From an optimization exercise on the open Yosys and OpenROAD flow, aimed at small area, a short achievable clock period and few clock cycles per item; shortcuts taken in it are not production practice. Function was checked by simulation only, so behaviour that the tests miss may differ from the original. Power figures rest on the tool's default switching activity, not on a simulated workload.

==> flow/design.v <==
package tspsa_pkg;
    localparam int PACKET_BYTES   = 188;
    localparam int LENGTH_BITS    = 20;
    localparam int WORD_LANES     = 8;
    localparam int WORDS          = (PACKET_BYTES + WORD_LANES - 1) / WORD_LANES;
    localparam int ROW_BITS       = $clog2(WORDS);
    localparam int LANE_BITS      = $clog2(WORD_LANES);
    localparam int FILL_BITS      = $clog2(PACKET_BYTES + 1);
    localparam int LAST_BYTES     = PACKET_BYTES - WORD_LANES * (WORDS - 1);
    localparam logic [7:0] SYNC_BYTE = 8'h47;
    localparam logic [63:0] LAST_WORD_MASK = (64'd1 << (8 * LAST_BYTES)) - 64'd1;
    typedef struct packed {
        logic [7:0]             data_byte;
        logic                   first_of_buffer;
        logic [LENGTH_BITS-1:0] buffer_length;
    } in_item_t;
    typedef struct packed {
        logic [63:0] packet_word;
        logic [3:0]  word_bytes;
        logic        last_word;
    } out_item_t;
    typedef struct packed {
        logic                en;
        logic [ROW_BITS-1:0] row;
        logic [LANE_BITS-1:0] lane;
        logic [7:0]          data;
    } store_wr_t;
endpackage
module tspsa_store (
    input  logic                          clk,
    input  tspsa_pkg::store_wr_t          wr,
    input  logic                          rd_en,
    input  logic [tspsa_pkg::ROW_BITS-1:0] rd_row,
    output logic [63:0]                   rd_data
);
    logic [63:0] mem [tspsa_pkg::WORDS];
    logic [63:0] rd_data_reg;
    always_ff @(posedge clk)
    begin
        if (wr.en)
        begin
            mem[wr.row][{wr.lane, 3'b000} +: 8] <= wr.data;
        end
    end
    always_ff @(posedge clk)
    begin
        if (rd_en)
        begin
            rd_data_reg <= mem[rd_row];
        end
    end
    assign rd_data = rd_data_reg;
endmodule
module tspsa_scan (
    input  logic                 clk,
    input  logic                 rst_n,
    input  logic                 accept,
    input  tspsa_pkg::in_item_t  item,
    input  logic                 cfg_we,
    input  logic                 cfg_data,
    output tspsa_pkg::store_wr_t wr,
    output logic                 done
);
    localparam logic [1:0] MODE_SEARCH   = 2'd0;
    localparam logic [1:0] MODE_CAPTURE  = 2'd1;
    localparam logic [1:0] MODE_TAIL     = 2'd2;
    localparam logic [1:0] MODE_COMPLETE = 2'd3;
    localparam int LB = tspsa_pkg::LENGTH_BITS;
    localparam int FB = tspsa_pkg::FILL_BITS;
    localparam logic [LB-1:0] POS_MAX = {LB{1'b1}};
    localparam logic [LB:0]   PKT_LEN = (LB+1)'(tspsa_pkg::PACKET_BYTES);
    localparam logic [FB-1:0] FILL_LAST = FB'(tspsa_pkg::PACKET_BYTES - 1);
    logic          enable_reg;
    logic [FB-1:0] fill_reg, fill_next;
    logic [LB-1:0] pos_reg, pos_next;
    logic [1:0]    mode_reg, mode_next;
    logic          ignored_reg, ignored_next;
    logic [LB-1:0] pos_base;
    logic [1:0]    mode_base;
    logic          room_ok;
    logic          wr_en;
    logic [FB-1:0] wr_addr;
    logic          do_gather;
    logic          do_scan;
    always_comb
    begin
        pos_next     = pos_reg;
        mode_next    = mode_reg;
        fill_next    = fill_reg;
        ignored_next = ignored_reg;
        wr_en        = 1'b0;
        wr_addr      = fill_reg;
        done         = 1'b0;
        do_gather    = 1'b0;
        do_scan      = 1'b0;
        if (item.first_of_buffer)
        begin
            pos_base     = '0;
            mode_base    = MODE_SEARCH;
            ignored_next = !(enable_reg && ({1'b0, item.buffer_length} >= PKT_LEN));
        end
        else
        begin
            pos_base  = pos_reg;
            mode_base = mode_reg;
        end
        room_ok = {1'b0, item.buffer_length} >= ({1'b0, pos_base} + PKT_LEN);
        if (accept)
        begin
            pos_next  = (pos_base < POS_MAX) ? pos_base + LB'(1) : pos_base;
            mode_next = mode_base;
            if (!ignored_next)
            begin
                if (item.first_of_buffer)
                begin
                    if (fill_reg != '0 && item.data_byte != tspsa_pkg::SYNC_BYTE)
                    begin
                        mode_next = MODE_COMPLETE;
                        do_gather = 1'b1;
                    end
                    else
                    begin
                        fill_next = '0;
                        do_scan   = 1'b1;
                    end
                end
                else
                begin
                    case (mode_base)
                        MODE_CAPTURE,
                        MODE_COMPLETE: do_gather = 1'b1;
                        MODE_TAIL:
                        begin
                            if (fill_reg < FILL_LAST)
                            begin
                                wr_en     = 1'b1;
                                fill_next = fill_reg + FB'(1);
                            end
                        end
                        default: do_scan = 1'b1;
                    endcase
                end
                if (do_gather)
                begin
                    wr_en = 1'b1;
                    if (fill_reg == FILL_LAST)
                    begin
                        fill_next = '0;
                        mode_next = MODE_SEARCH;
                        done      = 1'b1;
                    end
                    else
                    begin
                        fill_next = fill_reg + FB'(1);
                    end
                end
                if (do_scan && item.data_byte == tspsa_pkg::SYNC_BYTE)
                begin
                    wr_en     = 1'b1;
                    wr_addr   = '0;
                    fill_next = FB'(1);
                    mode_next = room_ok ? MODE_CAPTURE : MODE_TAIL;
                end
            end
        end
        else
        begin
            ignored_next = ignored_reg;
        end
    end
    assign wr.en   = wr_en;
    assign wr.row  = wr_addr[tspsa_pkg::LANE_BITS +: tspsa_pkg::ROW_BITS];
    assign wr.lane = wr_addr[tspsa_pkg::LANE_BITS-1:0];
    assign wr.data = item.data_byte;
    always_ff @(posedge clk or negedge rst_n)
    begin
        if (!rst_n)
        begin
            enable_reg  <= 1'b0;
            fill_reg    <= '0;
            pos_reg     <= '0;
            mode_reg    <= MODE_SEARCH;
            ignored_reg <= 1'b0;
        end
        else
        begin
            if (cfg_we)
            begin
                enable_reg <= cfg_data;
            end
            fill_reg    <= fill_next;
            pos_reg     <= pos_next;
            mode_reg    <= mode_next;
            ignored_reg <= ignored_next;
        end
    end
endmodule
module tspsa_emit (
    input  logic                           clk,
    input  logic                           rst_n,
    input  logic                           start,
    input  logic [63:0]                    rd_data,
    output logic                           rd_en,
    output logic [tspsa_pkg::ROW_BITS-1:0] rd_row,
    input  logic                           out_ready,
    output logic                           out_valid,
    output tspsa_pkg::out_item_t           out_word,
    output logic                           busy
);
    localparam int RB = tspsa_pkg::ROW_BITS;
    localparam int CB = $clog2(tspsa_pkg::WORDS + 1);
    localparam logic [CB-1:0] ROW_END = CB'(tspsa_pkg::WORDS);
    localparam logic [RB-1:0] ROW_LAST = RB'(tspsa_pkg::WORDS - 1);
    logic                  busy_reg;
    logic [CB-1:0]         next_row_reg;
    logic                  inflight_reg;
    logic [RB-1:0]         ret_row_reg;
    logic                  out_valid_reg;
    tspsa_pkg::out_item_t  out_reg;
    logic                  slot_free;
    logic                  ret_last;
    assign slot_free = !out_valid_reg || out_ready;
    assign rd_en     = busy_reg && (next_row_reg != ROW_END) && !inflight_reg && slot_free;
    assign rd_row    = next_row_reg[RB-1:0];
    assign ret_last  = (ret_row_reg == ROW_LAST);
    always_ff @(posedge clk or negedge rst_n)
    begin
        if (!rst_n)
        begin
            busy_reg      <= 1'b0;
            next_row_reg  <= '0;
            inflight_reg  <= 1'b0;
            ret_row_reg   <= '0;
            out_valid_reg <= 1'b0;
        end
        else
        begin
            if (start)
            begin
                busy_reg     <= 1'b1;
                next_row_reg <= '0;
            end
            else if (rd_en)
            begin
                next_row_reg <= next_row_reg + CB'(1);
            end
            inflight_reg <= rd_en;
            if (rd_en)
            begin
                ret_row_reg <= rd_row;
            end
            if (inflight_reg)
            begin
                out_valid_reg <= 1'b1;
            end
            else if (out_ready)
            begin
                out_valid_reg <= 1'b0;
            end
            if (out_valid_reg && out_ready && out_reg.last_word)
            begin
                busy_reg <= 1'b0;
            end
        end
    end
    always_ff @(posedge clk)
    begin
        if (inflight_reg)
        begin
            out_reg.packet_word <= ret_last ? (rd_data & tspsa_pkg::LAST_WORD_MASK) : rd_data;
            out_reg.word_bytes  <= ret_last ? 4'(tspsa_pkg::LAST_BYTES)
                                            : 4'(tspsa_pkg::WORD_LANES);
            out_reg.last_word   <= ret_last;
        end
    end
    assign out_valid = out_valid_reg;
    assign out_word  = out_reg;
    assign busy      = busy_reg;
endmodule
module ts_packet_sync_aligner_unit (
    input  logic                 clk,
    input  logic                 rst_n,
    input  logic                 in_valid,
    output logic                 in_ready,
    input  tspsa_pkg::in_item_t  in_word,
    output logic                 out_valid,
    input  logic                 out_ready,
    output tspsa_pkg::out_item_t out_word,
    input  logic                 cfg_valid,
    output logic                 cfg_ready,
    input  logic                 cfg_data
);
    tspsa_pkg::store_wr_t          wr;
    logic                          done;
    logic                          busy;
    logic                          rd_en;
    logic [tspsa_pkg::ROW_BITS-1:0] rd_row;
    logic [63:0]                   rd_data;
    assign in_ready  = !busy;
    assign cfg_ready = 1'b1;
    tspsa_scan u_scan (
        .clk      (clk),
        .rst_n    (rst_n),
        .accept   (in_valid && in_ready),
        .item     (in_word),
        .cfg_we   (cfg_valid),
        .cfg_data (cfg_data),
        .wr       (wr),
        .done     (done)
    );
    tspsa_store u_store (
        .clk     (clk),
        .wr      (wr),
        .rd_en   (rd_en),
        .rd_row  (rd_row),
        .rd_data (rd_data)
    );
    tspsa_emit u_emit (
        .clk       (clk),
        .rst_n     (rst_n),
        .start     (done),
        .rd_data   (rd_data),
        .rd_en     (rd_en),
        .rd_row    (rd_row),
        .out_ready (out_ready),
        .out_valid (out_valid),
        .out_word  (out_word),
        .busy      (busy)
    );
endmodule
==> flow/run.sh <==
#!/bin/bash
# synth_recipe.tcl (not shown) runs the flow's synth.tcl, then flattens the netlist and writes it again
# the make line also repeats each setting of config.mk as NAME=value (left out here)
make -C /OpenROAD-flow-scripts/flow DESIGN_CONFIG=/design/flow/config.mk WORK_HOME=/design/flow/orfs CLKGATE_MAP_FILE= SYNTH_SCRIPT=/design/flow/synth_recipe.tcl finish
==> flow/config.mk <==
export PLATFORM = sky130hd
export DESIGN_NAME = ts_packet_sync_aligner_unit
export DESIGN_NICKNAME = ts_packet_sync_aligner_unit
export VERILOG_FILES = /design/flow/design.v
export SDC_FILE = /design/flow/constraint.sdc
export NUM_CORES = 4
export LEC_CHECK = 0
export CAP_MARGIN = 20
export CORE_MARGIN = 2
export CORE_UTILIZATION = 40
export SLEW_MARGIN = 20
==> flow/constraint.sdc <==
create_clock -name core_clock -period 3.6 [get_ports {clk}]
set_input_delay 0.7200 -clock core_clock [delete_from_list [all_inputs] [get_ports {clk}]]
set_output_delay 0.7200 -clock core_clock [all_outputs]
set_load 0.01 [all_outputs]
==> notes.md <==
-- worst max-delay path, stage by stage --
cell and delay [ps]:
clkdlybuf4s50_1 430, or4_1 580, a2111oi_4 340, buf_4 200, a211oi_2 70, buf_4 180, nor3b_4 320, nand2_1 180
buf_4 220, nor2_1 250, buf_4 240
-- per-layer routing --
metal,vias up,track usage
li1,14420,-
met2,1156,0.3000
met1,17570,0.2669
met3,230,0.04118
met4,2,0.05856
met5,-,0
-- cells in the mapped netlist (3+ instances only) --
library cell	number
buf_1	16
a31oi_1	72
mux2i_1	4
nor3_1	18
or2_2	3
and3b_1	3
buf_2	59
nand2b_1	17
o2111ai_1	3
o21ai_0	15
and2_1	93
edfxtp_1	1666
mux2_2	4
xor2_1	19
nand4_1	13
ha_1	26
a211oi_1	4
o21bai_1	3
inv_1	16
clkbuf_1	98
a21o_1	3
nor2b_1	21
o21ai_1	3
xnor2_1	15
mux4_2	448
a2111oi_0	3
a21oi_1	14
or4_1	4
dfrtp_1	45
nor3b_1	5
nand3_1	15
buf_4	4
nor2_1	290
nand2_1	215
o2bb2ai_1	10
and4_1	5
-- layout make-up --
class	count	area, um2	area share
clock buffers	218	4688	0.05815
multi-input cells	1379	15100	0.1873
inverters	17	67.56	0.0008380
diodes	2	5.005	0.00006208
flip-flops and latches	1711	51180	0.6348
well taps	2204	2758	0.03420
repair buffers	557	5886	0.07300
clock inverters	94	944.7	0.01172
-- stage by stage --
step                utilization  instances  cell area [um2]
finish                   0.4838       6182            80620
global route             0.4837       6180            80620
CTS                      0.4837       6180            80620
detailed placement       0.4499       5868            74990
global placement         0.4499       5868            74980
floorplan                     -       3284            67080
-- cells by family (layout without fill, tap and decap cells) --
family | count (synthesis) | count (layout) | synth area share
flip-flops | 1711 | 1711 | 0.7636
AND/OR/NAND/NOR | 717 | 717 | 0.04847
multiplexers | 456 | 456 | 0.1519
buffers and inverters | 194 | 886 | 0.01220
AO/OA/AOI/OAI | 143 | 143 | 0.01440
XOR/XNOR | 34 | 34 | 0.004445
adder cells (fa/ha/maj) | 26 | 26 | 0.004856
other | 2 | 5 | 0.0001121
-- where the power goes --
| part | internal [mW] | total, mW | switching, mW |
|---|---|---|---|
| logic | 1.10 | 3.19 | 2.09 |
| registers | 22.8 | 22.9 | 0.148 |
| clock network | 10.3 | 17.8 | 7.50 |
| total | 34.2 | 43.9 | 9.73 |
-- path summary, 6_finish.rpt --
kind	from	end	slack [ps]	cells past startpoint
max in group asynchronous	rst_n	u_emit.next_row_reg[2]	2810	1
setup / recovery	in_word[11]	u_store.mem[17][35]	360	11
hold reg to reg	u_store.rd_data_reg[25]	u_emit.out_reg[30]	420	0
min in group core_clock	u_store.rd_data_reg[25]	u_emit.out_reg[30]	420	0
hold / removal	rst_n	u_scan.pos_reg[10]	70	1
setup reg to reg	u_scan.pos_reg[3]	u_scan.mode_reg[0]	490	12
==> notes.md <==
unrepaired setup endpoints after global routing no; Synth top area share 0.7468; final setup fails 0; max reg flops 1,536; Data arrival, critical path 3730 ps; drt first pass iters 5; Yosys reg bits 1,711; CTS buffer count 174; Primary FF master, synth edfxtp_1; most frequent cells in the layout edfxtp_1 (1,666), mux4_2 (448), buf_4 (338); Mapped Avg Cell Area 20.40 um2; post-DP HPWL 102,300 um; Yosys warning count 3; vias per cell 5.400; Via Count 33,380; Max Root-Sink Buffers 3; Area contributors post-synth edfxtp_1 (75%), mux4_2 (15%), dfrtp_1 (1.7%); status complete, no violations; CTS tree built; critical path launch point type input pin; Fin Hold WS 73.21 ps; drt first-iter violations 3,498; nets 3,901; GPL Wtd Cong 0.8293; Power Total 43.90 mW; antenna violations before repair 12; GR Overflow Total 0; # clock sinks 1,711; post-synthesis sequential area ratio 0.7636; VDD IR max 485.0 uV; clock period minus worst slack 3235 ps; post-CTS setup buffers 0; largest net degree at the start of global routing 74; die width 413.2 um; Post-Route M1 WL 67,990 um; max-cap viol count 0; Worst Hold Class input pin to async pin; # DRC 0; total length of routed met3 wires 11,840 um; starting density of the core 0.4019; first-pass GRT wire length 235,700 um; Worst-Margin Slew 952.5 ps; Reg clk slew, reported paths 60 ps; Cell Area, Synth 66,990 um2; total track usage 0.1906; Ports 107; Setup Skew 19.73 ps; Fin. Hold Viols 0; Setup TNS 0 ps; worst slack at placement -433.8 ps; Async SR Flop Fraction 0.02630; highest metal used met5; post-synth top area cell edfxtp_1; CP required 4100 ps; Antenna Violating Nets Remaining 0; Max Fanout on Critical Path 8; H-tree depth 4; Worst setup EP type flip-flop; vias in the first global route 34,050; DIE AREA 170,800 um2; Post-CTS Resized 0; CTS Root Cell clkbuf_16; Setup CP Type input pin to flip-flop; hold_buf cts 0; fin crit share 0.8987; WL met2 77,280 um; WL/cell 26.06 um; port buffer count 103; fill count 13,620; Yosys cell types 57; layout cells sized above 1 0.2958; EDFF count, synth 1,666; FP Rows 150; Fmax achieved 309.1 MHz; Slew Limit Fails 0; latest clock arrival within the worst-skew pair 800 ps; Max-slew headroom 0.3650; LEAKAGE 26.57 nW; Cells after Synth 3,283; final setup margin 364.6 ps; DIE HEIGHT 413.2 um; Post-Route WL 161,100 um; Synth-to-Final Area Change 20.36%; commonest non-fill, non-tap cell in the layout edfxtp_1; Pwr Density 544.5 nW/um2; core area 166,700 um2
Testbench counts, summed over its fixed seeds: cycles 85,316, packets 359.

what the ideal ports hide:
Ports are ideal in the flow. The routed layout listed here was re-timed in OpenROAD. Step 1 assumes that a clkbuf_16 drives the clock port and a buf_2 every other input. Step 2, shift: input delay + t, output delay - t, t = (earliest + latest rising clock arrival at the registers) / 2. This alone moves slack from input paths to output paths. Slacks: no drivers / after step 1 / after step 2; pairs: no drivers / after step 1.
t (ns): 0.873
setup WS [ns]: 0.365 / 0.423 / -0.450
latest minus earliest clock arrival (ns): 0.026 / 0.026
Met with ideal ports but missed after step 2: setup timing in this run. The setup slack of this run moves by +0.058 ns with the drivers and by -0.815 ns with both steps.
